Source: an optimization exercise on an open RTL-to-GDS flow (aim: small area, a short achievable clock period and few clock cycles per item). Production flows keep margins and buffers that such runs may drop. In this exercise RTL edits were held to simulation tests only and were not proved equivalent to the original. Power is estimated from default activity; no workload was simulated.

`design.v`:
```
module icache_refill #(
    parameter int unsigned NUM_SETS        = 16,
    parameter int unsigned WORDS_PER_BLOCK = 8,
    parameter logic [31:0] NOP_INSTR       = 32'h00000013
) (
    input  logic        CLK,
    input  logic        RST,
    input  logic [31:0] PC,
    input  logic        flush,
    output logic [31:0] rd,
    output logic        hit,
    output logic        stall,
    output logic        mem_req,
    output logic [31:0] mem_addr,
    input  logic        mem_ack,
    input  logic [31:0] mem_rdata
);
    localparam int unsigned IDX_W  = $clog2(NUM_SETS);
    localparam int unsigned OFF_W  = $clog2(WORDS_PER_BLOCK);
    localparam int unsigned TAG_W  = 32 - IDX_W - OFF_W - 2;
    localparam int unsigned ADDR_W = IDX_W + OFF_W;           
    localparam int unsigned RING   = 4;                       
    localparam int unsigned POS_W  = $clog2(RING);
    localparam int unsigned GRP_W  = ADDR_W - POS_W;
    localparam int unsigned NGRP   = NUM_SETS * WORDS_PER_BLOCK / RING;
    localparam int unsigned NWB    = RING - 1;                
    logic [TAG_W-1:0]           tag_mem [NUM_SETS];
    logic [WORDS_PER_BLOCK-1:0] wvalid  [NUM_SETS];
    logic [31:0]                ring [NGRP][RING];
    logic [POS_W-1:0]           phase;
    logic                       wb_v    [1:NWB];
    logic [ADDR_W-1:0]          wb_slot [1:NWB];
    logic [31:0]                wb_data [1:NWB];
    logic [OFF_W-1:0]   pc_off;
    logic [IDX_W-1:0]   pc_idx;
    logic [TAG_W-1:0]   pc_tag;
    logic [ADDR_W-1:0]  pc_slot;
    logic [POS_W-1:0]   pc_pos;
    logic [POS_W-1:0]   pc_wait;
    logic               tag_hit;
    logic               cached;
    logic               blocked;
    logic               fill;
    logic               wr_en;
    logic [GRP_W-1:0]   wr_grp;
    logic [31:0]        wr_data;
    logic [31:0]        rd_pos [RING];
    logic [31:0]        rdata;
    logic [31:0]        wdata;
    logic               wb_any;
    assign pc_off  = PC[OFF_W+1:2];
    assign pc_idx  = PC[IDX_W+OFF_W+1:OFF_W+2];
    assign pc_tag  = PC[31:IDX_W+OFF_W+2];
    assign pc_slot = PC[ADDR_W+1:2];
    assign pc_pos  = pc_slot[POS_W-1:0] - phase;    
    assign pc_wait = pc_pos;                        
    assign tag_hit = (tag_mem[pc_idx] == pc_tag);
    assign cached  = tag_hit && wvalid[pc_idx][pc_off];
    always_comb begin
        blocked = 1'b0;
        for (int k = 1; k <= NWB; k++) begin
            if (pc_wait == POS_W'(k - 1)) blocked = wb_v[k];
        end
    end
    assign mem_req  = !cached && !blocked;
    assign mem_addr = {PC[31:2], 2'b00};
    always_comb begin
        for (int k = 0; k < RING; k++) begin
            rd_pos[k] = '0;
            for (int g = 0; g < NGRP; g++) begin
                rd_pos[k] = rd_pos[k] | (ring[g][k] & {32{pc_slot[ADDR_W-1:POS_W] == GRP_W'(g)}});
            end
        end
        rdata = rd_pos[pc_pos];
    end
    always_comb begin
        wdata  = '0;
        wb_any = 1'b0;
        for (int k = 1; k <= NWB; k++) begin
            if (wb_v[k] && (wb_slot[k] == pc_slot)) begin
                wdata  = wdata | wb_data[k];
                wb_any = 1'b1;
            end
        end
    end
    assign hit   = cached || mem_ack;
    assign rd    = mem_ack ? mem_rdata : (wb_any ? wdata : rdata);
    assign stall = !hit;
    assign fill    = mem_ack && !RST && !flush;
    assign wr_en   = wb_v[1] || (fill && (pc_wait == '0));
    assign wr_grp  = wb_v[1] ? wb_slot[1][ADDR_W-1:POS_W] : pc_slot[ADDR_W-1:POS_W];
    assign wr_data = wb_v[1] ? wb_data[1] : mem_rdata;
    always_ff @(posedge CLK) begin
        if (RST || flush) begin
            for (int i = 0; i < NUM_SETS; i++) wvalid[i] <= '0;
        end else if (fill) begin
            if (tag_hit) begin
                wvalid[pc_idx][pc_off] <= 1'b1;
            end else begin
                wvalid[pc_idx]         <= '0;
                wvalid[pc_idx][pc_off] <= 1'b1;
            end
        end
    end
    always_ff @(posedge CLK) begin
        if (fill && !tag_hit) begin
            tag_mem[pc_idx] <= pc_tag;
        end
    end
    always_ff @(posedge CLK) begin
        if (RST) begin
            phase <= '0;
        end else begin
            phase <= phase + POS_W'(1);
        end
    end
    always_ff @(posedge CLK) begin
        for (int k = 1; k <= NWB; k++) begin
            if (fill && (pc_wait == POS_W'(k))) begin
                wb_slot[k] <= pc_slot;
                wb_data[k] <= mem_rdata;
            end else if (k < NWB) begin
                wb_slot[k] <= wb_slot[k+1];
                wb_data[k] <= wb_data[k+1];
            end
        end
        if (RST) begin
            for (int k = 1; k <= NWB; k++) wb_v[k] <= 1'b0;
        end else begin
            for (int k = 1; k <= NWB; k++) begin
                wb_v[k] <= (fill && (pc_wait == POS_W'(k))) || ((k < NWB) ? wb_v[k+1] : 1'b0);
            end
        end
    end
    always_ff @(posedge CLK) begin
        for (int g = 0; g < NGRP; g++) begin
            for (int k = 0; k < RING - 1; k++) begin
                ring[g][k] <= ring[g][k+1];
            end
            ring[g][RING-1] <= (wr_en && (wr_grp == GRP_W'(g))) ? wr_data : ring[g][0];
        end
    end
endmodule
```
`run.sh`:
```
#!/bin/bash
# synth_recipe.tcl (not shown) runs the flow's synth.tcl, then flattens the netlist and writes it again
# the make line also repeats each setting of config.mk as NAME=value (left out here)
make -C /OpenROAD-flow-scripts/flow DESIGN_CONFIG=/design/flow/config.mk WORK_HOME=/design/flow/orfs CLKGATE_MAP_FILE= SYNTH_SCRIPT=/design/flow/synth_recipe.tcl finish
```
`config.mk`:
```
export PLATFORM = sky130hd
export DESIGN_NAME = icache_refill
export DESIGN_NICKNAME = icache_refill
export VERILOG_FILES = /design/flow/design.v
export SDC_FILE = /design/flow/constraint.sdc
export NUM_CORES = 8
export LEC_CHECK = 0
export CAP_MARGIN = 20
export CORE_MARGIN = 2
export CORE_UTILIZATION = 55
export CTS_BUF_LIST = sky130_fd_sc_hd__clkbuf_16
export CTS_CLUSTER_DIAMETER = 90
export CTS_CLUSTER_SIZE = 25
export PLACE_DENSITY = 0.65
export SETUP_SLACK_MARGIN = 2.0
export SLEW_MARGIN = 20
export SYNTH_MEMORY_MAX_BITS = 16384
```
`constraint.sdc`:
```
create_clock -name core_clock -period 7.0 [get_ports {CLK}]
set_input_delay 1.4000 -clock core_clock [delete_from_list [all_inputs] [get_ports {CLK}]]
set_output_delay 1.4000 -clock core_clock [all_outputs]
set_load 0.01 [all_outputs]
```
==> metrics.log, run 1 <==
INFO  metric status = finished clean
INFO  metric rsz0062_at_grt = yes
INFO  metric synth_area_per_cell = 11.9 um2
INFO  metric core_area = 259,000 um2
INFO  metric drcViolationCount = 0
INFO  metric area.sequential = 99,700 um2
INFO  metric yosysTopAreaCellShare = 0.584
INFO  metric area.growth.synth_to_final = 15.1%
INFO  metric pin_count = 135
INFO  metric leakage = 61.5 nW
INFO  metric max_cap_viol_count = 0
INFO  metric clk_root_buffer_cell = clkbuf_16
INFO  metric firstDrtPassIters = 9
INFO  metric cts.htree.levels = 4
INFO  metric async_reset_ff_frac = 0
INFO  metric first_global_vias = 102,000
INFO  metric setup_tns = 0 ps
INFO  metric wl_per_cell = 36.6 um
INFO  metric clkPwrFrac = 0.305
INFO  metric timing.critical_path.slowest_stage_cell = o211ai_1
INFO  metric max_slew_margin = 0.193
INFO  metric dr_total_vias = 107,000
INFO  metric post_synth_main_area_contributors = dfxtp_1 (58%), edfxtp_1 (11%), a22oi_1 (9.3%)
INFO  metric share_of_synthesized_area_occupied_by_flip_flops_and_latches = 0.696
INFO  metric routed_length_on_met2 = 246,000 um
INFO  metric critPathArrivalTime = 4400 ps
INFO  metric multi_input_gate_area = 42,100 um2
INFO  metric fin_crit_share = 0.829
INFO  metric gp_congestion = between 0.9 and 1
INFO  metric clk_transition_reported_paths = 100 ps
INFO  metric actual_slew_at_the_worst_max_slew_pin = ~1200 ps
INFO  metric switching_share = 0.237
INFO  metric top_layer_used_by_detailed_routing = met5
INFO  metric wire_length_of_the_first_global_routing_pass = 793,000 um
INFO  metric synth-main-ff-cell = dfxtp_1
INFO  metric synth_cell_type_count = 71
INFO  metric critical_path_required = 5600 ps
INFO  metric layout_min_cycle_time = 5800 ps
INFO  metric timing.final.hold_violations = 0
INFO  metric power_internal = 34.9 mW
INFO  metric finalNetCount = 12,400
INFO  metric grt_overflow_total = 0
INFO  metric yosys_warnings = 6
INFO  metric dr_wl_met3 = 77,100 um
INFO  metric p_total = 45.8 mW
INFO  metric antenna_violations_before_repair = 49
INFO  metric setup_violations = 0
INFO  metric cpPeakStageDelay = 820 ps
INFO  metric effective_utilization_at_floorplan = 0.552
INFO  metric worstPathMaxFanout = 11
INFO  metric timing.fmax = 0.172 GHz
INFO  metric cts-buffers-inserted = just over 200
INFO  metric final.setup_skew = 42.1 ps
INFO  metric met1_length = 223,000 um
INFO  metric chipHeight = 514 um
INFO  metric place.detailed.hpwl = ~340,000 um
INFO  metric post_synth_instance_area = about 140,000 um2
INFO  metric place.port_buffers = 130
INFO  metric syn-instance-count = 12,100
INFO  metric hold_class = flop to flop
INFO  metric post_route_ant_nets = 0
INFO  metric startpoint_type = input pin
INFO  metric clk_path_buf_depth = 3
INFO  metric post_route_cells_drive_above_1_share = 0.143
INFO  metric die_w = roughly 500 um
INFO  metric post_dr_vias_cell = 6.79
INFO  metric fp.dieArea = 265,000 um2
INFO  metric clkSinkCount = 4,714
INFO  metric rows = 187
INFO  metric final.fill_count = slightly below 20,000
INFO  metric yosys_register_bits = about 4,700
INFO  metric worstSetupEndpointType = primary output
INFO  metric cts_hold_buffers = 0
INFO  metric cts_tree = built
INFO  metric synth_edf_count = 535
INFO  metric insertion_delay = between 900 and 1000 ps
INFO  metric netlist.top_cell.by_area = dfxtp_1
INFO  metric drt_first_iter_violations = 17,400
INFO  metric chain_of_cells_forming_the_critical_path = bufbuf_16, nand3b_1, buf_6, nor2_4, buf_12, buf_4, buf_4, a22oi_2, nand3_1, nor4_1, a31oi_1, o211ai_1, nand2_1, buf_6
INFO  metric grt_overall_usage = 0.425
INFO  metric p_comb_frac = 0.061
INFO  metric setup.worst_path.class = input pin to primary output
INFO  metric power_per_cell_area = 277 nW/um2
INFO  metric power_switching = 10.9 mW
INFO  metric postRouteWirelength = 579,000 um
INFO  metric pin_count_of_the_biggest_net_entering_global_routing = 81
INFO  metric final-max-slew-violation-count = 0
INFO  metric ir_worst_vdd = approximately 320 uV
INFO  metric share_seq_of_total_power = 0.633
## logic make-up after synthesis
family                     synth area share
other                             0.0000262
AOI/OAI and AO/OA                     0.155
buffers and inverters                0.0295
adders and majority gates         0.0000873
and+or+nand+nor                      0.0843
xor gates and xnor gates            0.00373
DFF                                   0.696
muxes                                0.0310
## placed cells by master, fill, tap and decap left out, types with 18 or more instances in the layout
cell type,instances
nor3_2,26
xor2_1,21
a22o_1,56
a22oi_2,76
mux4_2,105
nand3_1,302
xnor2_1,37
nor4_1,31
nor2_4,73
o21ai_0,30
nor2_1,1240
clkbuf_16,218
mux2_2,100
nor3_1,60
buf_6,100
mux2i_1,59
nand2_1,385
edfxtp_1,535
a221oi_1,22
a21oi_1,1260
nand4_1,295
a22oi_1,1707
buf_8,25
a222oi_1,38
buf_12,198
buf_4,470
buf_2,18
buf_16,90
inv_1,46
nor4_2,37
dfxtp_1,4178
diode_2,20
clkdlybuf4s50_1,87
a31oi_1,40
and3_1,89
a221oi_2,23
mux2i_4,32
## synthesized netlist by cell type, types with 4 or more instances
master / n
nor2_1: 1283
buf_4: 57
a22oi_1: 1783
nor4_1: 71
dfxtp_1: 4179
buf_6: 5
or3_1: 8
nand4_1: 295
a221oi_1: 48
a222oi_1: 38
or2_2: 4
a2111oi_0: 27
nor2b_1: 12
o211ai_1: 5
mux2i_1: 94
edfxtp_1: 535
nand2b_1: 7
xnor2_1: 39
mux4_2: 105
inv_1: 7
nand2_1: 389
and3_1: 92
clkbuf_1: 401
nand3b_1: 6
a31oi_1: 47
or4_1: 25
buf_2: 325
nor2_2: 18
a21oi_1: 1269
nand3_1: 310
o21ai_0: 58
xor2_1: 22
o22ai_1: 12
buf_1: 155
o31ai_1: 8
nor2_4: 14
nor3_1: 93
a211oi_1: 6
a22o_1: 57
and4_1: 8
mux2_2: 100
## final timing paths
kind	startpoint	to	slack (ps)	cells after the start
worst max-delay path	PC[8]	rd[20]	1200	14
worst min-delay path	ring[2][19]$_DFF_P_	ring[1][19]$_DFF_P_	340	0
worst min register to register	ring[2][19]$_DFF_P_	ring[1][19]$_DFF_P_	340	0
worst max register to register	wb_v[1]$_SDFF_PP0_	ring[91][20]$_DFF_P_	2550	7
## per-layer routing
metal | track usage | up-vias
li1 | - | 44300
met1 | 0.577 | 53500
met2 | 0.629 | 8013
met3 | 0.122 | 1571
met4 | 0.192 | 52
met5 | 0 | -
## critical path: cells and delay by family
family / cells / cell delay [ps]
AOI/OAI and AO/OA: 3 / 1100
buffers and inverters: 6 / 1100
and+or+nand+nor: 5 / 790
## cell type report
type                       count  area share
multi-input combinational   6401       0.255
timing repair buffer        1011      0.0794
inverter                       9    0.000235
tap                         3402      0.0258
clock buffer                 214      0.0325
sequential                  4714       0.604
antenna                       20    0.000303
clock inverter                53     0.00205
## sequential cells by signal (all words and copies together) (netlist names)
| name | cells |
|---|---|
| ring | 4096 |
| wb_data | 96 |
| wvalid | 128 |
| wb_v | 3 |
| wb_slot | 21 |
| phase | 2 |
| tag_mem | 368 |
## power by group through the flow
| stage | Clock (mW) | Sequential (mW) | Combinational [mW] |
|---|---|---|---|
| after global placement | 0 | 29.5 | 2.16 |
| after detailed placement | 0 | 29.5 | 2.19 |
| after global routing | 14.8 | 29.0 | 2.86 |
| after floorplan | 0 | 29.3 | 1.13 |
| final | 14.0 | 29.0 | 2.81 |
| after CTS | 13.9 | 28.9 | 2.62 |
## stage by stage
step | setup WS, ps | hold WS, ps | instances | utilization | area (um2)
final | 1200 | 336 | 15800 | 0.636 | 165000
after global routing | 1260 | 340 | 15800 | 0.636 | 165000
after CTS | 1370 | 326 | 15800 | 0.630 | 163000
after detailed placement | 312 | 329 | 15100 | 0.581 | 151000
after global placement | 312 | 327 | 15100 | 0.580 | 151000
after floorplan | 1720 | 323 | 12100 | - | 144000
## timing repair
action,4_1_cts,5_1_grt
resized for setup,661,180
cloned,64,1
endpoints found under the setup margin,467,245
pin swaps,191,143
buffers inserted,326,30
Testbench counts, summed over its fixed seeds: cycles 72,820, fetches 64,000.
==> run 2, diff against run 1 <==
--- a/config.mk
+++ b/config.mk
@@ -11,4 +11,4 @@
 export CTS_BUF_LIST = sky130_fd_sc_hd__clkbuf_16
-export CTS_CLUSTER_DIAMETER = 90
-export CTS_CLUSTER_SIZE = 25
+export CTS_CLUSTER_DIAMETER = 80
+export CTS_CLUSTER_SIZE = 20
 export PLACE_DENSITY = 0.65
==> run 2 against run 1 <==
Still clean on timing, DRC and antenna. Critical path depth increased by 1. Non-clock buffer count increased by 37. Flip-flop and latch count unchanged. Register-to-register slack got worse by 110 ps. Via count increased by 1.3%. Cell count increased by 0.74%. Final area increased by 1.6%. Sequential power about the same. Total power increased by 5.4%. Sequential share of layout area decreased by 0.95 points. Critical path type unchanged.
==> metrics.log, run 2 <==
INFO  metric status = finished clean
INFO  metric cts_tree = built
INFO  metric fp.dieArea = about 260,000 um2
INFO  metric yosysTopAreaCellShare = 0.584
INFO  metric largest_registers = ring (4096), tag_mem (368), wvalid (128)
INFO  metric yosys_register_bits = 4,714
INFO  metric placedCellCount = 15,100
INFO  metric hold_class = flop to flop
INFO  metric post_dr_vias_cell = 6.83
INFO  metric core_area = 259,000 um2
INFO  metric reg2reg_to = ring[91][20]$_DFF_P_
INFO  metric post_route_ant_nets = 0
INFO  metric post_synth_instance_area = 143,000 um2
INFO  metric gp_congestion = 0.947
INFO  metric cts-buffers-inserted = 286
INFO  metric worstHoldPathCells = 0
INFO  metric firstDrtPassIters = 8
INFO  metric synth_cell_type_count = 71
INFO  metric rsz0062_at_grt = yes
INFO  metric grt_overall_usage = 0.429
INFO  metric setup.worst_path.class = input pin to primary output
INFO  metric startpoint_type = input pin
INFO  metric worst_hold_startpoint = ring[113][23]$_DFF_P_
INFO  metric placement.cell_area = 151,000 um2
INFO  metric setup.reg_to_reg.worst_slack = 2440 ps
INFO  metric hold_slack = between 300 and 400 ps
INFO  metric syn-instance-count = 12,100
INFO  metric setup_tns = 0 ps
INFO  metric startpoint_of_the_most_critical_setup_path = PC[5]
INFO  metric wire_length_of_the_first_global_routing_pass = 801,000 um
INFO  metric chipHeight = between 500 and 600 um
INFO  metric max_cap_viol_count = 0
INFO  metric area.growth.synth_to_final = 17.0%
INFO  metric destination_of_the_worst_hold_path = ring[112][23]$_DFF_P_
INFO  metric power_per_cell_area = 288 nW/um2
INFO  metric critPathArrivalTime = 4530 ps
INFO  metric post_synth_main_area_contributors = dfxtp_1 (58%), edfxtp_1 (11%), a22oi_1 (9.3%)
INFO  metric drcViolationCount = 0
INFO  metric critical_path_required = roughly 5600 ps
INFO  metric actual_slew_at_the_worst_max_slew_pin = 1270 ps
INFO  metric clk_path_buf_depth = 4
INFO  metric ranking_of_synthesized_cells_by_instance_count = dfxtp_1 (4,179), a22oi_1 (1,783), nor2_1 (1,283)
INFO  metric pin_count_of_the_biggest_net_entering_global_routing = slightly above 80
INFO  metric synth_area_per_cell = 11.9 um2
INFO  metric setup_violations = 0
INFO  metric crit_family = compound AO/OA/AOI/OAI gates
INFO  metric critical_path.most_common_cell = buf_12
INFO  metric netlist.top_cell.by_area = dfxtp_1
INFO  metric layout_min_cycle_time = 5930 ps
INFO  metric postRouteWirelength = just under 600,000 um
INFO  metric post_route_cells_drive_above_1_share = 0.152
INFO  metric clk_transition_reported_paths = ~90 ps
INFO  metric worstPathMaxFanout = 7
INFO  metric wl_per_cell = 36.8 um
INFO  metric final-max-slew-violation-count = 0
INFO  metric largest_reg_flops = approximately 4,000
INFO  metric top_library_cells_by_usage_in_the_layout_fill_and_taps_aside = dfxtp_1 (4,178), a22oi_1 (1,703), a21oi_1 (1,258)
INFO  metric yosys_warnings = 6
INFO  metric place.detailed.hpwl = 337,000 um
INFO  metric worstSetupEndpointType = primary output
INFO  metric cts.htree.levels = 5
INFO  metric antenna_violations_before_repair = 48
INFO  metric insertion_delay = 990 ps
INFO  metric place.port_buffers = 130
INFO  metric timing.rr.start = wb_v[1]$_SDFF_PP0_
INFO  metric finalNetCount = 12,500
INFO  metric leakage = 62.7 nW
INFO  metric timing.final.hold_violations = 0
INFO  metric layout.cell_area.non_filler = approximately 170,000 um2
INFO  metric synth_edf_count = between 500 and 600
INFO  metric first_global_vias = 103,000
INFO  metric pin_count = 135
INFO  metric timing.critical_path.slowest_stage_cell = o211ai_1
INFO  metric rr_worst_depth = 7
INFO  metric cts_hold_buffers = 0
INFO  metric clkSinkCount = 4,714
INFO  metric final_common_cell = dfxtp_1
INFO  metric die_w = a little over 500 um
INFO  metric timing.fmax = 0.169 GHz
INFO  metric cpPeakStageDelay = 890 ps
INFO  metric effective_utilization_at_floorplan = 0.552
INFO  metric synth.most_common_cell = dfxtp_1
INFO  metric number_of_cells_in_the_finished_layout_apart_from_fillers = around 16,000
INFO  metric ir_worst_vdd = 316 uV
INFO  metric clk_root_buffer_cell = clkbuf_16
INFO  metric grt_overflow_total = 0
INFO  metric share_of_synthesized_area_occupied_by_flip_flops_and_latches = 0.696
INFO  metric worst-path-buf-inv = 7
INFO  metric synth-main-ff-cell = dfxtp_1
INFO  metric setup_ws = ~1100 ps
INFO  metric chain_of_cells_forming_the_critical_path = buf_16, buf_12, or3b_4, buf_12, nor2_4, buf_12, buf_4, buf_6, a22oi_1, nand3_1, nor4_1, a31oi_1, o211ai_1, nand2_1, buf_6
INFO  metric final.setup_skew = 67.5 ps
INFO  metric fin_crit_share = 0.847
INFO  metric rows = 187
INFO  metric async_reset_ff_frac = 0
INFO  metric worst_setup_timing_slack_at_the_placement_stage = 312 ps
INFO  metric dr_total_vias = approximately 110k
INFO  metric drt_first_iter_violations = 18,100
INFO  metric biggest_register = ring
INFO  metric max_slew_margin = 0.148
==> run 2: report_power, final <==
group	switching [mW]	internal, mW
Clock	8.86	7.57
Combinational	1.79	1.04
Sequential	0.664	28.3
Total	11.3	36.9
==> run 2: per-layer routing <==
metal,vias to the layer above,global-route usage,routed length (um)
li1,44600,-,-
met1,54000,0.579,223000
met2,8490,0.633,250000
met3,1737,0.123,79300
met4,30,0.211,34800
met5,-,0,189
==> run 2: area by class of cell <==
type | count | area [um2]
diodes | 28 | 70.1
clock buffers | 294 | 7360
clock inverters | 45 | 272
fillers | 19600 | 91800
inverters | 9 | 38.8
multi-input cells | 6401 | 42200
flip-flops and latches | 4714 | 99700
well taps | 3402 | 4260
repair buffers | 1048 | 13700
==> run 2: how the worst max path moves through the flow <==
stage | to | cells past startpoint
floorplan | tag_mem[10][0]$_DFFE_PP_ | 9
global placement | rd[22] | 11
detailed placement | rd[22] | 11
CTS | rd[15] | 15
global route | rd[8] | 16
finish | rd[20] | 15
==> run 2: cells by family after synthesis <==
kind of cell,share of synthesized area
adders and majority gates,0.0000873
DFF,0.696
xor gates and xnor gates,0.00373
AOI/OAI and AO/OA,0.155
other,0.0000262
buffers and inverters,0.0295
muxes,0.0310
and+or+nand+nor,0.0843
==> run 2: timing repair <==
action / in CTS / in global routing
setup endpoints to repair: 467 / 407
gates resized for setup: 743 / 172
cloned: 69 / 1
pin swaps: 209 / 135
setup buffers: 341 / 48
==> run 2: metrics by stage <==
stage	utilization	power [mW]
detailed placement	0.581	31.7
finish	0.646	48.2
global route	0.646	49.2
floorplan	-	30.4
global placement	0.580	31.7
CTS	0.640	47.9
==> run 3, diff against run 2 <==
--- a/config.mk
+++ b/config.mk
@@ -9,7 +9,7 @@
 export CORE_MARGIN = 2
-export CORE_UTILIZATION = 55
+export CORE_UTILIZATION = 60
 export CTS_BUF_LIST = sky130_fd_sc_hd__clkbuf_16
-export CTS_CLUSTER_DIAMETER = 80
-export CTS_CLUSTER_SIZE = 20
-export PLACE_DENSITY = 0.65
+export CTS_CLUSTER_DIAMETER = 90
+export CTS_CLUSTER_SIZE = 25
+export PLACE_DENSITY = 0.7
 export SETUP_SLACK_MARGIN = 2.0
==> run 3 against run 2 <==
Synthesized cell count unchanged. Sequential power is essentially flat. Largest cell class unchanged. Critical endpoint is now rd[15]. Final area about the same. Critical path type unchanged.
==> metrics.log, run 3 <==
INFO  metric status = finished clean
INFO  metric place.port_buffers = 130
INFO  metric cpPeakStageDelay = 560 ps
INFO  metric final_common_cell = dfxtp_1
INFO  metric yosys_register_bits = 4,714
INFO  metric drt_first_iter_violations = 21,100
INFO  metric netlist.top_cell.by_area = dfxtp_1
INFO  metric rows = between 150 and 200
INFO  metric cts-buffers-inserted = around 210
INFO  metric layout.cell_area.non_filler = 168,000 um2
INFO  metric clk_path_buf_depth = 3
INFO  metric max_cap_viol_count = 0
INFO  metric die_w = a little under 500 um
INFO  metric actual_slew_at_the_worst_max_slew_pin = around 1300 ps
INFO  metric chipHeight = 493 um
INFO  metric synth_cell_type_count = 71
INFO  metric synth-main-ff-cell = dfxtp_1
INFO  metric pin_count_of_the_biggest_net_entering_global_routing = 144
INFO  metric insertion_delay = between 900 and 1000 ps
INFO  metric critical_path.most_common_cell = buf_6
INFO  metric cts.htree.levels = 4
INFO  metric clk_root_buffer_cell = clkbuf_16
INFO  metric worst_setup_timing_slack_at_the_placement_stage = 60.0 ps
INFO  metric post_dr_vias_cell = 7.10
INFO  metric multi_input_gate_area = 42,600 um2
INFO  metric grt_overall_usage = 0.463
INFO  metric grt_overflow_total = 0
INFO  metric area.growth.synth_to_final = 16.9%
INFO  metric timing.critical_path.slowest_stage_cell = or4_1
INFO  metric post_synth_main_area_contributors = dfxtp_1 (58%), edfxtp_1 (11%), a22oi_1 (9.3%)
INFO  metric critical_path_required = 5600 ps
INFO  metric finalNetCount = between 10,000 and 15,000
INFO  metric core_area = ~240,000 um2
INFO  metric startpoint_type = input pin
INFO  metric timing.final.hold_violations = 0
INFO  metric leakage = 62.7 nW
INFO  metric layout_min_cycle_time = 5660 ps
INFO  metric placement.cell_area = 150,000 um2
INFO  metric synth_edf_count = 535
INFO  metric worst-path-buf-inv = 6
INFO  metric synth_area_per_cell = 11.9 um2
INFO  metric setup_ws = about 1300 ps
INFO  metric wl_per_cell = between 30 and 40 um
INFO  metric worstPathMaxFanout = 19
INFO  metric fin_crit_share = 0.808
INFO  metric clk_transition_reported_paths = around 100 ps
INFO  metric worstSetupEndpointType = primary output
INFO  metric p_total = ~46 mW
INFO  metric dr_total_vias = 112,000
INFO  metric setup_violations = 0
INFO  metric top_library_cells_by_usage_in_the_layout_fill_and_taps_aside = dfxtp_1 (4,178), a22oi_1 (1,678), a21oi_1 (1,250)
INFO  metric number_of_cells_in_the_finished_layout_apart_from_fillers = ~16,000
INFO  metric drcViolationCount = 0
INFO  metric rsz0062_at_grt = yes
INFO  metric chain_of_cells_forming_the_critical_path = buf_16, or2_4, buf_6, buf_6, nor2_4, buf_12, bufbuf_16, a22oi_2, nand3_1, or4_1, a222oi_1, o21ai_1, buf_4
INFO  metric gp_congestion = 0.985
INFO  metric pin_count = 135
INFO  metric largest_reg_flops = about 4,100
INFO  metric wire_length_of_the_first_global_routing_pass = 795,000 um
INFO  metric final.setup_skew = ~32 ps
INFO  metric place.detailed.hpwl = 334,000 um
INFO  metric firstDrtPassIters = 7
INFO  metric synth.most_common_cell = dfxtp_1
INFO  metric antenna_violations_before_repair = 53
INFO  metric share_of_synthesized_area_occupied_by_flip_flops_and_latches = 0.696
INFO  metric timing.fmax = about 0.18 GHz
INFO  metric clkSinkCount = 4,714
INFO  metric max_slew_margin = 0.143
INFO  metric largest_registers = ring (4096), tag_mem (368), wvalid (128)
INFO  metric cts_hold_buffers = 0
INFO  metric yosys_warnings = 6
INFO  metric fp.dieArea = 243,000 um2
INFO  metric async_reset_ff_frac = 0
INFO  metric biggest_register = ring
INFO  metric final.fill_count = 16,600
INFO  metric post_route_ant_nets = 0
INFO  metric ranking_of_synthesized_cells_by_instance_count = dfxtp_1 (4,179), a22oi_1 (1,783), nor2_1 (1,283)
INFO  metric power_per_cell_area = 273 nW/um2
INFO  metric ir_worst_vdd = 269 uV
INFO  metric cts_tree = built
INFO  metric post_route_cells_drive_above_1_share = 0.158
INFO  metric crit_family = buffers and inverters
INFO  metric first_global_vias = 105,000
INFO  metric postRouteWirelength = 597,000 um
INFO  metric hold_slack = 332 ps
INFO  metric area.sequential = ~100,000 um2
INFO  metric setup.worst_path.class = input pin to primary output
INFO  metric yosysTopAreaCellShare = 0.584
INFO  metric hold_class = flop to flop
INFO  metric critPathArrivalTime = 4260 ps
INFO  metric effective_utilization_at_floorplan = 0.603
INFO  metric setup_tns = 0 ps
INFO  metric final-max-slew-violation-count = 0
INFO  metric placedCellCount = 14,900
INFO  metric finish.utilization = 0.705
INFO  metric syn-instance-count = 12,100
INFO  metric post_synth_instance_area = 143,000 um2
## run 3: final cells by class
class                           instances  share of cell area
Tap cell                             3167              0.0236
Clock buffer                          213              0.0318
Clock inverter                         46             0.00147
Timing Repair Buffer                 1158              0.0934
Multi-Input combinational cell       6402               0.254
Inverter                                9            0.000231
Sequential cell                      4714               0.595
Antenna cell                           29            0.000433
## run 3: report_power, final
group	switching [mW]	internal [mW]	total, mW	leakage, nW
clock network	8.36	5.48	13.8	2.88
logic	1.82	1.07	2.89	21.0
registers	0.672	28.3	29.0	38.9
total	10.9	34.9	45.7	62.7
## run 3: worst register-to-register path, stage by stage, from the launching register on
cell and delay, ps:
dfxtp_4 590, buf_4 690, mux2i_1 630, nand2_1 420
nor2_4 1070, buf_4 490, nor2_1 100, a21oi_1 130
## run 3: layer usage
layer | global-route usage | up-vias | wire length (um)
met4 | 0.296 | 44 | 48400
met3 | 0.156 | 2386 | 90600
met5 | 0 | - | 358
met2 | 0.657 | 10000 | 245000
met1 | 0.605 | 54600 | 213000
li1 | - | 44700 | -
## run 3: path summary, 6_finish.rpt
check,start,to,slack (ps),cells past startpoint
setup / recovery,PC[7],rd[15],1340,13
hold / removal,ring[6][13]$_DFF_P_,ring[5][13]$_DFF_P_,330,0
setup reg to reg,wb_v[1]$_SDFF_PP0_,ring[67][3]$_DFF_P_,2790,7
hold reg to reg,ring[6][13]$_DFF_P_,ring[5][13]$_DFF_P_,330,0
## run 3: logic make-up (layout without fill, tap and decap cells)
logic type,count (synthesis),count (layout),share of synthesized area
flip-flops,4714,4714,0.696
adder cells (fa/ha/maj),1,1,0.0000873
buffers and inverters,952,1426,0.0295
multiplexers,300,300,0.0310
AND/OR/NAND/NOR,2655,2657,0.0843
XOR/XNOR,61,61,0.00373
AO/OA/AOI/OAI,3381,3381,0.155
other,1,31,0.0000262
## run 3: timing repair
action	in CTS	in global routing
cloned	77	27
buffers inserted	336	125
pin swaps	247	216
gates resized for setup	808	252
endpoints found under the setup margin	35	35
==> run 4, diff against run 3 <==
--- a/config.mk
+++ b/config.mk
@@ -14,3 +14,3 @@
 export PLACE_DENSITY = 0.7
-export SETUP_SLACK_MARGIN = 2.0
+export SETUP_SLACK_MARGIN = 1.5
 export SLEW_MARGIN = 20
==> run 4 against run 3 <==
Area after synthesis is the same. Clock skew grew 18 ps. Clock power is essentially flat. Flip-flop and latch count is the same. Worst setup slack lost 140 ps. Synthesized cell count is the same. Fmax shrank 2.4%. Non-clock buffer count shrank 163. Sequential power is essentially flat. Core utilization shrank 1.4 points. Critical path type unchanged. Largest cell class unchanged.
==> metrics.log, run 4 <==
INFO  metric status = finished clean
INFO  metric pin_count_of_the_biggest_net_entering_global_routing = 76
INFO  metric cts-buffers-inserted = 207
INFO  metric antenna_violations_before_repair = 37
INFO  metric clk_path_buf_depth = 3
INFO  metric firstDrtPassIters = 7
INFO  metric area.growth.synth_to_final = 14.6%
INFO  metric postRouteWirelength = 567,000 um
INFO  metric yosysTopAreaCellShare = 0.584
INFO  metric timing.fmax = 0.173 GHz
INFO  metric ir_worst_vdd = 287 uV
INFO  metric post_route_cells_drive_above_1_share = 0.139
INFO  metric setup_tns = 0 ps
INFO  metric cts.htree.levels = 4
INFO  metric post_dr_vias_cell = 7.00
INFO  metric yosys_warnings = 6
INFO  metric power_internal = approximately 35 mW
INFO  metric worst-path-buf-inv = 7
INFO  metric actual_slew_at_the_worst_max_slew_pin = 1300 ps
INFO  metric setup.worst_path.class = input pin to primary output
INFO  metric netlist.top_cell.by_area = dfxtp_1
INFO  metric number_of_cells_in_the_finished_layout_apart_from_fillers = 15,600
INFO  metric ranking_of_synthesized_cells_by_instance_count = dfxtp_1 (4,179), a22oi_1 (1,783), nor2_1 (1,283)
INFO  metric p_comb_frac = 0.061
INFO  metric setup_violations = 0
INFO  metric power_switching = 10.8 mW
INFO  metric final.setup_skew = 49.7 ps
INFO  metric power_per_cell_area = 278 nW/um2
INFO  metric die_w = about 490 um
INFO  metric cpPeakStageDelay = 360 ps
INFO  metric rsz0062_at_grt = yes
INFO  metric synth_compound_gate_area_share = 0.155
INFO  metric effective_utilization_at_floorplan = 0.603
INFO  metric clkPwrFrac = 0.304
INFO  metric core_area = 238,000 um2
INFO  metric final_common_cell = dfxtp_1
INFO  metric yosys_register_bits = about 4,700
INFO  metric p_total = 45.6 mW
INFO  metric share_of_synthesized_area_occupied_by_flip_flops_and_latches = 0.696
INFO  metric fin_crit_share = 0.828
INFO  metric chain_of_cells_forming_the_critical_path = buf_12, buf_12, nand2b_4, buf_12, nor2_4, buf_12, buf_16, a22oi_1, nand3_1, nor4_2, a311oi_2, o211ai_1, a2bb2oi_2, buf_6, buf_6
INFO  metric worstSetupEndpointType = primary output
INFO  metric post_route_ant_nets = 0
INFO  metric synth_xor_area_frac = 0.00373
INFO  metric place.port_buffers = 130
INFO  metric clkSinkCount = 4,714
INFO  metric pin_count = 135
INFO  metric timing.final.hold_violations = 0
INFO  metric drt_first_iter_violations = about 20,000
INFO  metric dr_total_vias = 109,000
INFO  metric final-max-slew-violation-count = 0
INFO  metric finish.utilization = 0.691
INFO  metric largest_reg_flops = 4,096
INFO  metric mux_cell_area_share_after_synthesis = 0.0310
INFO  metric placement.cell_area = 151,000 um2
INFO  metric switching_share = 0.236
INFO  metric synth_adder_area_share = 0.0000873
INFO  metric synthSimpleGateAreaFrac = 0.0843
INFO  metric startpoint_type = input pin
INFO  metric largest_registers = ring (4096), tag_mem (368), wvalid (128)
INFO  metric grt_overflow_total = 0
INFO  metric syn-instance-count = 12,100
INFO  metric gp_congestion = 0.966
INFO  metric post_synth_main_area_contributors = dfxtp_1 (58%), edfxtp_1 (11%), a22oi_1 (9.3%)
INFO  metric critPathArrivalTime = ~4400 ps
INFO  metric critical_path.most_common_cell = buf_12
INFO  metric rows = 179
INFO  metric post_synth_instance_area = 143,000 um2
INFO  metric place.detailed.hpwl = about 330,000 um
INFO  metric setup_ws = between 1000 and 1500 ps
INFO  metric synth.most_common_cell = dfxtp_1
INFO  metric layout_min_cycle_time = 5800 ps
INFO  metric synth_cell_type_count = 71
INFO  metric biggest_register = ring
INFO  metric insertion_delay = 950 ps
INFO  metric async_reset_ff_frac = 0
INFO  metric crit_family = buffers and inverters
INFO  metric hold_class = flop to flop
INFO  metric critical_path_required = 5600 ps
INFO  metric chipHeight = a little under 500 um
INFO  metric cts_tree = built
INFO  metric clk_transition_reported_paths = 100 ps
INFO  metric wire_length_of_the_first_global_routing_pass = 765,000 um
INFO  metric grt_overall_usage = 0.443
INFO  metric clk_root_buffer_cell = clkbuf_16
INFO  metric leakage = 61.4 nW
INFO  metric max_slew_margin = 0.133
INFO  metric share_seq_of_total_power = 0.636
INFO  metric synth_edf_count = 535
INFO  metric first_global_vias = 103,000
INFO  metric worstPathMaxFanout = 25
INFO  metric worst_setup_timing_slack_at_the_placement_stage = 145 ps
INFO  metric top_library_cells_by_usage_in_the_layout_fill_and_taps_aside = dfxtp_1 (4,178), a22oi_1 (1,745), a21oi_1 (1,252)
INFO  metric timing.critical_path.slowest_stage_cell = a311oi_2
INFO  metric finalNetCount = 12,400
INFO  metric layout.cell_area.non_filler = 164,000 um2
INFO  metric synth_area_per_cell = 11.9 um2
INFO  metric hold_slack = 331 ps
INFO  metric synth_top_family_by_area = compound AO/OA/AOI/OAI gates
INFO  metric wl_per_cell = 36.4 um
INFO  metric placedCellCount = 14,900
INFO  metric fp.dieArea = approximately 240,000 um2
INFO  metric synth-main-ff-cell = dfxtp_1
INFO  metric drcViolationCount = 0
INFO  metric max_cap_viol_count = 0
==> run 4: cell counts after synthesis <==
No cell type changed its count.
==> run 4: final timing paths <==
check	to	cells past startpoint	startpoint	slack, ps
max	rd[21]	15	PC[7]	1200
min	ring[76][18]$_DFF_P_	0	ring[77][18]$_DFF_P_	330
max reg2reg	ring[63][1]$_DFF_P_	14	phase[0]$_SDFF_PP0_	2710
min reg2reg	ring[76][18]$_DFF_P_	0	ring[77][18]$_DFF_P_	330
==> run 4: kinds of logic after synthesis <==
group | Yosys count
flip-flops | 4714
AO/OA/AOI/OAI | 3381
AND/OR/NAND/NOR | 2655
buffers and inverters | 952
multiplexers | 300
XOR/XNOR | 61
adder cells (fa/ha/maj) | 1
other | 1
==> run 4: cell type report <==
class / count / area [um2]
Sequential cell: 4714 / 99700
Fill cell: 16800 / 73400
Multi-Input combinational cell: 6402 / 41900
Timing Repair Buffer: 995 / 12900
Clock buffer: 211 / 5280
Tap cell: 3167 / 3960
Clock inverter: 53 / 339
Antenna cell: 21 / 52.6
Inverter: 9 / 36.3
==> run 4: power by group through the flow <==
| stage | combinational (mW) | sequential [mW] | clock [mW] |
|---|---|---|---|
| 6_report | 2.77 | 29.0 | 13.8 |
| 5_1_grt | 2.80 | 29.0 | 14.6 |
| 4_1_cts | 2.49 | 28.9 | 13.7 |
| 3_5_place_dp | 2.20 | 29.5 | 0 |
| 3_3_place_gp | 2.16 | 29.5 | 0 |
| 2_1_floorplan | 1.11 | 29.3 | 0 |
==> run 4: what timing repair did <==
action	CTS	global route
hold buffers	0	0
buffers inserted	237	69
setup endpoints to repair	35	35
resized for setup	500	240
pin swaps	123	124
gates cloned	48	23
==> run 4: metal layers <==
layer,GRT usage,up-vias,part of all wire
met5,0,-,0.00051
met2,0.640,9246,0.42
met3,0.139,2040,0.15
li1,-,44300,-
met4,0.245,38,0.070
met1,0.593,53400,0.37
==> run 5, diff against run 4 <==
--- a/config.mk
+++ b/config.mk
@@ -14,4 +14,4 @@
 export PLACE_DENSITY = 0.7
-export SETUP_SLACK_MARGIN = 1.5
-export SLEW_MARGIN = 20
+export SETUP_SLACK_MARGIN = 2.5
+export SLEW_MARGIN = 60
 export SYNTH_MEMORY_MAX_BITS = 16384
==> run 5 against run 4 <==
Area after synthesis did not move. Critical path depth rose by 2. Fmax rose by 1.0%. Via count rose by 1.7%. Non-clock buffer count rose by 198. Synthesized cell count did not move. Clock skew fell by 9.1 ps. Total power rose by 0.44%. Critical path type unchanged. Largest power group unchanged.
==> metrics.log, run 5 <==
INFO  metric firstDrtPassIters = 9
INFO  metric die_w = 493 um
INFO  metric final_common_cell = dfxtp_1
INFO  metric finalNetCount = 12,600
INFO  metric pin_count = 135
INFO  metric critPathArrivalTime = 4340 ps
INFO  metric area.growth.synth_to_final = 17.4%
INFO  metric drcViolationCount = 0
INFO  metric layout.cell_area.non_filler = 168,000 um2
INFO  metric timing.final.hold_violations = 0
INFO  metric wire_length_of_the_first_global_routing_pass = 776,000 um
INFO  metric power_per_cell_area = approximately 270 nW/um2
INFO  metric cpPeakStageDelay = 300 ps
INFO  metric met1_length = 209,000 um
INFO  metric post_route_ant_nets = 0
INFO  metric worstPathMaxFanout = 5
INFO  metric final.fill_count = 16,500
INFO  metric final.setup_skew = ~41 ps
INFO  metric path_depth = 17
INFO  metric cts-buffers-inserted = 206
INFO  metric status = finished clean
INFO  metric reg2reg_to = tag_mem[7][2]$_DFFE_PP_
INFO  metric worstHoldPathCells = 0
INFO  metric hold_class = flop to flop
INFO  metric rows = 179
INFO  metric effective_utilization_at_floorplan = 0.603
INFO  metric critical_path_required = 5600 ps
INFO  metric core_area = about 240,000 um2
INFO  metric clk_transition_reported_paths = about 90 ps
INFO  metric synth_area_per_cell = 11.9 um2
INFO  metric cts_hold_buffers = 0
INFO  metric rsz0062_at_grt = yes
INFO  metric wl_per_cell = roughly 37 um
INFO  metric fin_crit_share = 0.820
INFO  metric cts.htree.levels = 4
INFO  metric max_slew_margin = 0.552
INFO  metric worst-path-buf-inv = 8
INFO  metric worst_hold_startpoint = ring[110][18]$_DFF_P_
INFO  metric postRouteWirelength = 582,000 um
INFO  metric chipHeight = 493 um
INFO  metric setup.reg_to_reg.worst_slack = 3030 ps
INFO  metric largest_registers = ring (4096), tag_mem (368), wvalid (128)
INFO  metric post_synth_main_area_contributors = dfxtp_1 (58%), edfxtp_1 (11%), a22oi_1 (9.3%)
INFO  metric dr_total_vias = 111,000
INFO  metric actual_slew_at_the_worst_max_slew_pin = a little under 700 ps
INFO  metric placement.cell_area = 152,000 um2
INFO  metric chain_of_cells_forming_the_critical_path = buf_4, inv_8, ha_4, xnor2_4, buf_12, xor2_4, buf_12, buf_12, buf_12, a21oi_2, nand4_1, nor4_2, a21oi_1, o211ai_1, buf_4, a2bb2oi_4, buf_2
INFO  metric final-max-slew-violation-count = 0
INFO  metric grt_overall_usage = 0.449
INFO  metric antenna_violations_before_repair = 41
INFO  metric crit_family = buffers and inverters
INFO  metric ranking_of_synthesized_cells_by_instance_count = dfxtp_1 (4,179), a22oi_1 (1,783), nor2_1 (1,283)
INFO  metric yosys_register_bits = 4,714
INFO  metric syn-instance-count = 12,100
INFO  metric routed_length_on_met2 = 242,000 um
INFO  metric post_dr_vias_cell = 7.04
INFO  metric hold_slack = 327 ps
INFO  metric clkSinkCount = 4,714
INFO  metric first_global_vias = 104,000
INFO  metric yosysTopAreaCellShare = 0.584
INFO  metric dr_wl_met3 = 86,400 um
INFO  metric grt_overflow_total = 0
INFO  metric netlist.top_cell.by_area = dfxtp_1
INFO  metric insertion_delay = approximately 950 ps
INFO  metric yosys_warnings = 6
INFO  metric worstSetupEndpointType = primary output
INFO  metric fp.dieArea = 243,000 um2
INFO  metric place.port_buffers = 130
INFO  metric top_layer_used_by_detailed_routing = met5
INFO  metric setup.worst_path.class = input pin to primary output
INFO  metric pin_count_of_the_biggest_net_entering_global_routing = 75
INFO  metric place.detailed.hpwl = 338,000 um
INFO  metric timing.critical_path.slowest_stage_cell = nor4_2
INFO  metric post_route_cells_drive_above_1_share = 0.168
INFO  metric share_of_synthesized_area_occupied_by_flip_flops_and_latches = 0.696
INFO  metric synth-main-ff-cell = dfxtp_1
INFO  metric ir_worst_vdd = 319 uV
INFO  metric largest_reg_flops = 4,096
INFO  metric max_cap_viol_count = 0
INFO  metric top_library_cells_by_usage_in_the_layout_fill_and_taps_aside = dfxtp_1 (4,178), a22oi_1 (1,660), a21oi_1 (1,240)
INFO  metric async_reset_ff_frac = 0
INFO  metric clk_path_buf_depth = 3
INFO  metric leakage = between 60 and 70 nW
INFO  metric synth_edf_count = 535
INFO  metric timing.fmax = 0.174 GHz
INFO  metric clk_root_buffer_cell = clkbuf_16
INFO  metric layout_min_cycle_time = 5740 ps
INFO  metric setup_tns = 0 ps
INFO  metric setup_violations = 0
INFO  metric cts_tree = built
INFO  metric synth.most_common_cell = dfxtp_1
INFO  metric rr_worst_depth = 13
INFO  metric gp_congestion = between 0.9 and 1
INFO  metric startpoint_type = input pin
INFO  metric critical_path.most_common_cell = buf_12
INFO  metric biggest_register = ring
INFO  metric drt_first_iter_violations = 19,600
INFO  metric destination_of_the_worst_hold_path = ring[109][18]$_DFF_P_
INFO  metric synth_cell_type_count = slightly above 70
INFO  metric timing.rr.start = tag_mem[11][16]$_DFFE_PP_
INFO  metric post_synth_instance_area = 143,000 um2
## run 5: cell counts after synthesis
Identical to the previous run, type by type.
## run 5: cell families after synthesis
family	synth area share
flops	0.696
xor+xnor	0.00373
other cells	0.0000262
buf+inv	0.0295
compound gates	0.155
fa+ha+maj	0.0000873
mux	0.0310
simple gates	0.0843
## run 5: routing by layer
layer,up-vias,track usage
met3,2217,0.133
met1,54300,0.600
met5,-,0
li1,44700,-
met4,46,0.251
met2,9648,0.656
## run 5: cell type report
type,count,area (um2),area share
Multi-Input combinational cell,6402,43200,0.257
Sequential cell,4714,99700,0.593
Tap cell,3167,3960,0.0236
Clock inverter,55,343,0.00204
Timing Repair Buffer,1193,15600,0.0929
Clock buffer,210,5260,0.0312
Antenna cell,17,42.5,0.000253
Inverter,9,43.8,0.000260
## run 5: metrics by stage
step	util	worst slack, ps	power (mW)	instances
2_1_floorplan	-	2150	30.5	12100
3_3_place_gp	0.633	182	31.7	14900
3_5_place_dp	0.639	323	31.8	15000
4_1_cts	0.690	1450	45.2	15500
5_1_grt	0.708	1350	46.6	15800
6_report	0.708	1260	45.8	15800
## run 5: worst max path at each step
stage               startpoint       to  slack, ps
finish                   PC[2]   rd[21]       1260
global route             PC[4]   rd[21]       1350
CTS                      PC[5]  mem_req       1450
detailed placement       PC[6]   rd[21]        320
global placement         PC[4]    rd[9]        180
floorplan                PC[5]  mem_req       2150
## run 5: power by group
group,switching [mW],internal (mW)
combinational,1.83,1.09
sequential,0.668,28.3
clock,8.42,5.45
total,10.9,34.9
## run 5: what timing repair did
item	CTS	global route
gates cloned	63	34
resized for setup	693	317
endpoints found under the setup margin	433	265
buffers inserted	255	171
pin swaps	193	221
## run 5: worst reg2reg max path, stage by stage (launching register included)
cell      delay (ps)
edfxtp_1         390
mux4_2           470
mux2i_1          230
xor2_1           260
nand2_1          130
o41ai_4          270
nand4_1          190
nor3_4           260
buf_12           150
buf_4            130
buf_12           300
buf_12           400
nor3_4           170
buf_4            300
==> run 6, diff against run 5 <==
--- a/config.mk
+++ b/config.mk
@@ -14,3 +14,3 @@
 export PLACE_DENSITY = 0.7
-export SETUP_SLACK_MARGIN = 2.5
+export SETUP_SLACK_MARGIN = 2.0
 export SLEW_MARGIN = 60
==> run 6 against run 5 <==
Still clean on timing, DRC and antenna. First-iteration DRC count increased by 2.0%. Synthesized cell count unchanged. Core utilization decreased by 0.93 points. Fmax increased by 2.4%. Total power decreased by 0.40%. Clock skew decreased by 4.1 ps. Area after synthesis unchanged. Critical path depth decreased by 4. Sequential power about the same. Critical endpoint unchanged. Largest power group unchanged.
==> metrics.log, run 6 <==
INFO  metric fp.dieArea = 243,000 um2
INFO  metric layout_min_cycle_time = 5600 ps
INFO  metric p_comb_frac = 0.061
INFO  metric cpPeakStageDelay = about 480 ps
INFO  metric post_synth_instance_area = 143,000 um2
INFO  metric grt_overall_usage = 0.451
INFO  metric placedCellCount = 14,900
INFO  metric timing.fmax = 0.179 GHz
INFO  metric cts-buffers-inserted = 207
INFO  metric wire_length_of_the_first_global_routing_pass = 778,000 um
INFO  metric cts.htree.levels = 4
INFO  metric critPathArrivalTime = 4200 ps
INFO  metric synth_edf_count = around 540
INFO  metric destination_of_the_worst_hold_path = ring[5][13]$_DFF_P_
INFO  metric share_seq_of_total_power = 0.636
INFO  metric cts_hold_buffers = 0
INFO  metric synth.most_common_cell = dfxtp_1
INFO  metric worstSetupEndpointType = primary output
INFO  metric leakage = roughly 62 nW
INFO  metric synth_cell_type_count = 71
INFO  metric first_global_vias = 104,000
INFO  metric area.growth.synth_to_final = 15.8%
INFO  metric timing.critical_path.slowest_stage_cell = or3b_4
INFO  metric grt_overflow_total = 0
INFO  metric reg2reg_to = tag_mem[10][15]$_DFFE_PP_
INFO  metric power_internal = 34.8 mW
INFO  metric netlist.top_cell.by_area = dfxtp_1
INFO  metric chipHeight = 493 um
INFO  metric syn-instance-count = 12,100
INFO  metric rsz0062_at_grt = yes
INFO  metric insertion_delay = between 900 and 1000 ps
INFO  metric dr_total_vias = 110,000
INFO  metric finalNetCount = approximately 12,000
INFO  metric cts_tree = built
INFO  metric clk_transition_reported_paths = 100 ps
INFO  metric setup.reg_to_reg.worst_slack = about 3000 ps
INFO  metric rows = 179
INFO  metric layout.cell_area.non_filler = 166,000 um2
INFO  metric drt_first_iter_violations = 20,000
INFO  metric placement.cell_area = 152,000 um2
INFO  metric clkPwrFrac = 0.303
INFO  metric worstPathMaxFanout = 18
INFO  metric effective_utilization_at_floorplan = 0.603
INFO  metric max_cap_viol_count = 0
INFO  metric setup_violations = 0
INFO  metric final-max-slew-violation-count = 0
INFO  metric actual_slew_at_the_worst_max_slew_pin = 684 ps
INFO  metric yosys_register_bits = ~4,700
INFO  metric clkSinkCount = 4,714
INFO  metric firstDrtPassIters = 9
INFO  metric post_route_cells_drive_above_1_share = 0.153
INFO  metric power_per_cell_area = 275 nW/um2
INFO  metric place.detailed.hpwl = 340,000 um
INFO  metric switching_share = 0.236
INFO  metric yosys_warnings = 6
INFO  metric yosysTopAreaCellShare = 0.584
INFO  metric async_reset_ff_frac = 0
INFO  metric top_library_cells_by_usage_in_the_layout_fill_and_taps_aside = dfxtp_1 (4,178), a22oi_1 (1,695), a21oi_1 (1,246)
INFO  metric wl_per_cell = 37.1 um
INFO  metric startpoint_type = input pin
INFO  metric post_dr_vias_cell = 7.02
INFO  metric ir_worst_vdd = 282 uV
INFO  metric synth-main-ff-cell = dfxtp_1
INFO  metric worst_hold_startpoint = ring[6][13]$_DFF_P_
INFO  metric pin_count_of_the_biggest_net_entering_global_routing = 82
INFO  metric fin_crit_share = 0.800
INFO  metric critical_path.most_common_cell = buf_12
INFO  metric post_route_ant_nets = 0
INFO  metric post_synth_main_area_contributors = dfxtp_1 (58%), edfxtp_1 (11%), a22oi_1 (9.3%)
INFO  metric setup.worst_path.class = input pin to primary output
INFO  metric status = finished clean
INFO  metric gp_congestion = approximately 1
INFO  metric final.setup_skew = 36.5 ps
INFO  metric largest_reg_flops = 4,096
INFO  metric biggest_register = ring
INFO  metric hold_class = flop to flop
INFO  metric timing.final.hold_violations = 0
INFO  metric pin_count = 135
INFO  metric number_of_cells_in_the_finished_layout_apart_from_fillers = roughly 16,000
INFO  metric power_switching = 10.8 mW
INFO  metric chain_of_cells_forming_the_critical_path = buf_16, or3b_4, buf_12, nor2_4, buf_12, a22oi_1, nand4_1, nor2_1, a311oi_2, o211ai_1, buf_4, a2bb2oi_2, buf_6
INFO  metric setup_tns = 0 ps
INFO  metric synth_area_per_cell = 11.9 um2
INFO  metric postRouteWirelength = 579,000 um
INFO  metric rr_worst_depth = 13
INFO  metric timing.rr.start = tag_mem[11][6]$_DFFE_PP_
INFO  metric die_w = just under 500 um
INFO  metric finish.utilization = 0.699
INFO  metric final_common_cell = dfxtp_1
INFO  metric clk_path_buf_depth = 3
INFO  metric critical_path_required = 5600 ps
INFO  metric final.fill_count = 16,900
INFO  metric ranking_of_synthesized_cells_by_instance_count = dfxtp_1 (4,179), a22oi_1 (1,783), nor2_1 (1,283)
INFO  metric antenna_violations_before_repair = 47
INFO  metric largest_registers = ring (4096), tag_mem (368), wvalid (128)
INFO  metric hold_slack = 328 ps
INFO  metric clk_root_buffer_cell = clkbuf_16
INFO  metric share_of_synthesized_area_occupied_by_flip_flops_and_latches = 0.696
INFO  metric max_slew_margin = 0.539
INFO  metric core_area = ~240,000 um2
INFO  metric place.port_buffers = 130
INFO  metric drcViolationCount = 0
INFO  metric worstHoldPathCells = 0
==> run 6: cell counts after synthesis <==
No cell type changed its count.
==> run 6: cells by family after synthesis <==
| logic type | synth area share |
|---|---|
| simple gates | 0.0843 |
| fa+ha+maj | 0.0000873 |
| mux | 0.0310 |
| flops | 0.696 |
| buf+inv | 0.0295 |
| xor+xnor | 0.00373 |
| compound gates | 0.155 |
| other cells | 0.0000262 |
==> run 6: how the worst max path moves through the flow <==
stage               start                        to  slack, ps  depth (start not counted)
floorplan           PC[5]  tag_mem[10][0]$_DFFE_PP_       1720                          9
global placement    PC[2]                     rd[0]         60                         15
detailed placement  PC[4]                    rd[13]        180                         12
CTS                 PC[7]                    rd[13]       1480                         14
global route        PC[8]                    rd[21]       1430                         13
finish              PC[8]                    rd[21]       1400                         13
==> run 6: final cells by class <==
| class | count | area, um2 | area share |
|---|---|---|---|
| Tap cell | 3167 | 3960 | 0.0239 |
| Timing Repair Buffer | 1047 | 14000 | 0.0844 |
| Antenna cell | 21 | 52.6 | 0.000317 |
| Clock buffer | 213 | 5330 | 0.0321 |
| Sequential cell | 4714 | 99700 | 0.601 |
| Multi-Input combinational cell | 6400 | 42600 | 0.257 |
| Inverter | 9 | 33.8 | 0.000203 |
| Clock inverter | 48 | 268 | 0.00161 |
==> run 6: repair_timing <==
item                                    in CTS  in global routing
hold endpoints to repair                     0                  0
buffers inserted                           212                 88
gates resized for setup                    678                222
endpoints found under the setup margin      35                 35
pin swaps                                  194                172
gates cloned                                61                 26
==> run 6: critical path, delay by kind of cell <==
kind,cells,cell delay (ps)
compound gates,4,800
simple gates,4,990
buf+inv,5,980
==> run 6: power by group through the flow <==
stage,combinational [mW],clock [mW],sequential (mW)
detailed placement,2.23,0,29.5
global placement,2.16,0,29.5
finish,2.78,13.8,29.0
floorplan,1.13,0,29.3
global route,2.82,14.6,29.0
CTS,2.55,13.7,28.9
==> run 6: metal layers <==
metal	vias to the layer above	wire length (um)	global-route usage
li1	44400	-	-
met1	53900	211000	0.599
met2	9238	242000	0.651
met3	2097	84100	0.141
met4	54	41200	0.265
met5	-	414	0
==> run 6: per-stage QoR <==
stage	power, mW	setup slack (ps)
after floorplan	30.4	1720
after global placement	31.7	56.2
after detailed placement	31.8	176
after CTS	45.1	1480
after global routing	46.5	1430
final	45.6	1400
==> run 7, diff against run 6 <==
--- a/config.mk
+++ b/config.mk
@@ -9,3 +9,3 @@
 export CORE_MARGIN = 2
-export CORE_UTILIZATION = 60
+export CORE_UTILIZATION = 57
 export CTS_BUF_LIST = sky130_fd_sc_hd__clkbuf_16
==> run 7 against run 6 <==
Sequential share of layout area grew 0.19 points. Worst setup slack lost 190 ps. First-iteration DRC count shrank 5.5%. Core utilization shrank 3.9 points. Combinational power grew 1%. Still clean on timing, DRC and antenna.
==> metrics.log, run 7 <==
INFO  metric biggest_register = ring
INFO  metric cts_hold_buffers = 0
INFO  metric max_cap_viol_count = 0
INFO  metric largest_registers = ring (4096), tag_mem (368), wvalid (128)
INFO  metric timing.fmax = 0.173 GHz
INFO  metric area.growth.synth_to_final = 15.5%
INFO  metric core_area = 251,000 um2
INFO  metric gp_congestion = 0.968
INFO  metric rsz0062_at_grt = yes
INFO  metric yosys_register_bits = 4,714
INFO  metric post_dr_vias_cell = 6.87
INFO  metric yosysTopAreaCellShare = 0.584
INFO  metric number_of_cells_in_the_finished_layout_apart_from_fillers = 15,800
INFO  metric post_route_cells_drive_above_1_share = 0.152
INFO  metric grt_overall_usage = 0.430
INFO  metric top_library_cells_by_usage_in_the_layout_fill_and_taps_aside = dfxtp_1 (4,178), a22oi_1 (1,707), a21oi_1 (1,249)
INFO  metric insertion_delay = 930 ps
INFO  metric drcViolationCount = 0
INFO  metric max_slew_margin = 0.545
INFO  metric setup.reg_to_reg.worst_slack = 3070 ps
INFO  metric pin_count_of_the_biggest_net_entering_global_routing = 74
INFO  metric actual_slew_at_the_worst_max_slew_pin = between 600 and 700 ps
INFO  metric status = finished clean
INFO  metric fin_crit_share = 0.827
INFO  metric synth.most_common_cell = dfxtp_1
INFO  metric syn-instance-count = ~12,000
INFO  metric largest_reg_flops = ~4,000
INFO  metric crit_path_end = rd[15]
INFO  metric layout_min_cycle_time = 5790 ps
INFO  metric placement.cell_area = between 150,000 and 200,000 um2
INFO  metric first_global_vias = 103,000
INFO  metric ir_worst_vdd = 293 uV
INFO  metric startpoint_type = input pin
INFO  metric leakage = 61.7 nW
INFO  metric synth_area_per_cell = 11.9 um2
INFO  metric final.fill_count = roughly 19,000
INFO  metric place.detailed.hpwl = 350,000 um
INFO  metric setup_tns = 0 ps
INFO  metric place.port_buffers = 130
INFO  metric yosys_warnings = 6
INFO  metric dr_total_vias = approximately 110k
INFO  metric wl_per_cell = 36.5 um
INFO  metric timing.rr.start = phase[0]$_SDFF_PP0_
INFO  metric startpoint_of_the_most_critical_setup_path = PC[7]
INFO  metric placedCellCount = 15,200
INFO  metric hold_slack = 320 ps
INFO  metric synth_cell_type_count = 71
INFO  metric layout.cell_area.non_filler = approximately 170,000 um2
INFO  metric setup.worst_path.class = input pin to primary output
INFO  metric area.sequential = approximately 100,000 um2
INFO  metric wire_length_of_the_first_global_routing_pass = 782,000 um
INFO  metric drt_first_iter_violations = 18,900
INFO  metric pin_count = 135
INFO  metric async_reset_ff_frac = 0
INFO  metric die_w = 505 um
INFO  metric share_of_synthesized_area_occupied_by_flip_flops_and_latches = 0.696
INFO  metric chipHeight = 505 um
INFO  metric rr_worst_depth = 15
INFO  metric clk_transition_reported_paths = 100 ps
INFO  metric clk_path_buf_depth = 3
INFO  metric netlist.top_cell.by_area = dfxtp_1
INFO  metric reg2reg_to = ring[31][15]$_DFF_P_
INFO  metric fp.dieArea = 255,000 um2
INFO  metric post_synth_instance_area = around 140,000 um2
INFO  metric grt_overflow_total = 0
INFO  metric synth-main-ff-cell = dfxtp_1
INFO  metric post_synth_main_area_contributors = dfxtp_1 (58%), edfxtp_1 (11%), a22oi_1 (9.3%)
INFO  metric final-max-slew-violation-count = 0
INFO  metric finish.utilization = 0.660
INFO  metric clk_root_buffer_cell = clkbuf_16
INFO  metric cts_tree = built
INFO  metric setup_violations = 0
INFO  metric worstSetupEndpointType = primary output
INFO  metric worst_hold_startpoint = ring[3][21]$_DFF_P_
INFO  metric finalNetCount = 12,500
INFO  metric power_per_cell_area = 276 nW/um2
INFO  metric clkSinkCount = around 4,700
INFO  metric cts.htree.levels = 4
INFO  metric final_common_cell = dfxtp_1
INFO  metric cts-buffers-inserted = 207
INFO  metric worstPathMaxFanout = 5
INFO  metric hold_class = flop to flop
INFO  metric rows = 184
INFO  metric final.setup_skew = 49.1 ps
INFO  metric critical_path_required = between 5000 and 6000 ps
INFO  metric postRouteWirelength = 576,000 um
INFO  metric firstDrtPassIters = 9
INFO  metric synth_edf_count = approximately 540
INFO  metric ranking_of_synthesized_cells_by_instance_count = dfxtp_1 (4,179), a22oi_1 (1,783), nor2_1 (1,283)
INFO  metric post_route_ant_nets = 0
INFO  metric effective_utilization_at_floorplan = 0.572
INFO  metric multi_input_gate_area = 42,600 um2
INFO  metric timing.final.hold_violations = 0
INFO  metric antenna_violations_before_repair = 25
INFO  metric critPathArrivalTime = 4390 ps
run 7: where the power goes:
| part | switching [mW] | internal, mW |
|---|---|---|
| registers | 0.665 | 28.3 |
| logic | 1.79 | 1.03 |
| clock network | 8.39 | 5.42 |
run 7: logic make-up (layout without fill, tap and decap cells):
group | Yosys count | count (layout) | synth area share
DFF | 4714 | 4714 | 0.696
buffers and inverters | 952 | 1325 | 0.0295
AOI/OAI and AO/OA | 3381 | 3381 | 0.155
xor gates and xnor gates | 61 | 61 | 0.00373
and+or+nand+nor | 2655 | 2656 | 0.0843
adders and majority gates | 1 | 1 | 0.0000873
muxes | 300 | 300 | 0.0310
other | 1 | 23 | 0.0000262
run 7: routing by layer:
layer,global-route usage,part of all wire,vias up
met3,0.115,0.14,1712
met2,0.625,0.42,8430
met1,0.589,0.38,54000
li1,-,-,44400
met4,0.221,0.062,26
met5,0,0.00025,-
run 7: per-stage QoR:
step	total power, mW	setup slack [ps]
CTS	45.3	1300
global route	46.6	1240
detailed placement	31.8	266
finish	45.6	1210
floorplan	30.4	1720
global placement	31.7	69.4
run 7: worst min-delay path by stage:
stage | depth (start not counted) | end | slack (ps)
after floorplan | 0 | ring[0][29]$_DFF_P_ | 320
after global placement | 0 | ring[70][22]$_DFF_P_ | 320
after detailed placement | 0 | ring[66][21]$_DFF_P_ | 330
after CTS | 0 | ring[33][18]$_DFF_P_ | 320
after global routing | 0 | ring[29][15]$_DFF_P_ | 330
final | 0 | ring[2][21]$_DFF_P_ | 320
run 7: what timing repair did:
| item | 4_1_cts | 5_1_grt |
|---|---|---|
| cloned | 45 | 14 |
| setup endpoints to repair | 35 | 35 |
| pin swaps | 180 | 166 |
| setup buffers | 231 | 69 |
| resized for setup | 626 | 235 |
run 7: layout make-up:
cell class | instances | area share
clock buffers | 209 | 0.0316
clock inverters | 56 | 0.00220
diodes | 21 | 0.000318
inverters | 9 | 0.000219
multi-input cells | 6401 | 0.257
well taps | 3348 | 0.0253
flip-flops and latches | 4714 | 0.603
repair buffers | 1051 | 0.0804
run 7: critical path, stage by stage:
cell and delay, ps:
buf_8 100, buf_12 130, buf_4 150, nand2b_4 90
buf_8 150, nor2_4 70, buf_6 160, clkbuf_16 170
a221oi_4 300, nand3_2 120, or4_1 490, a222oi_1 520
o21ai_1 160, buf_4 210, buf_6 130

[afterwards: timing with drivers on the ports]
Ports are ideal in the flow. The routed layouts listed here were re-timed in OpenROAD. Step 1 (the two cells are an assumption about what drives the block):
set clk [get_ports {CLK}]
set_driving_cell -lib_cell sky130_fd_sc_hd__clkbuf_16 $clk
set_driving_cell -lib_cell sky130_fd_sc_hd__buf_2 [delete_from_list [all_inputs] $clk]
Step 2 also shifts input and output timing later by t, the mid clock arrival at the registers, as if the neighbouring blocks saw the same clock. Slacks: ideal / step 1 / step 2; pairs: ideal / step 1.
run	t (ns)	setup slack, ns	hold WS [ns]	worst setup path at the end	slew at the worst register clock pin (ns)
run 1	1.010	1.200 / 0.868 / 0.868	0.336 / 0.336 / 0.336	input to output	0.11 / 0.11
run 2	1.060	1.071 / 0.812 / 0.812	0.317 / 0.317 / 0.317	input to output	0.09 / 0.09
run 3	1.006	1.345 / 1.018 / 1.018	0.332 / 0.332 / 0.332	input to output	0.11 / 0.11
run 4	1.030	1.203 / 0.955 / 0.772	0.331 / 0.331 / 0.331	input to register	0.11 / 0.11
run 5	1.028	1.263 / 1.019 / 1.019	0.327 / 0.327 / 0.327	input to output	0.12 / 0.12
run 6	1.014	1.400 / 1.065 / 1.065	0.328 / 0.328 / 0.328	input to output	0.11 / 0.11
run 7	1.018	1.211 / 0.865 / 0.865	0.320 / 0.320 / 0.320	input to output	0.11 / 0.11
After both steps setup and hold are still met in every run listed. For run 4, which loses most, drivers alone change the setup slack by -0.248 ns; drivers and shift together by -0.431 ns.
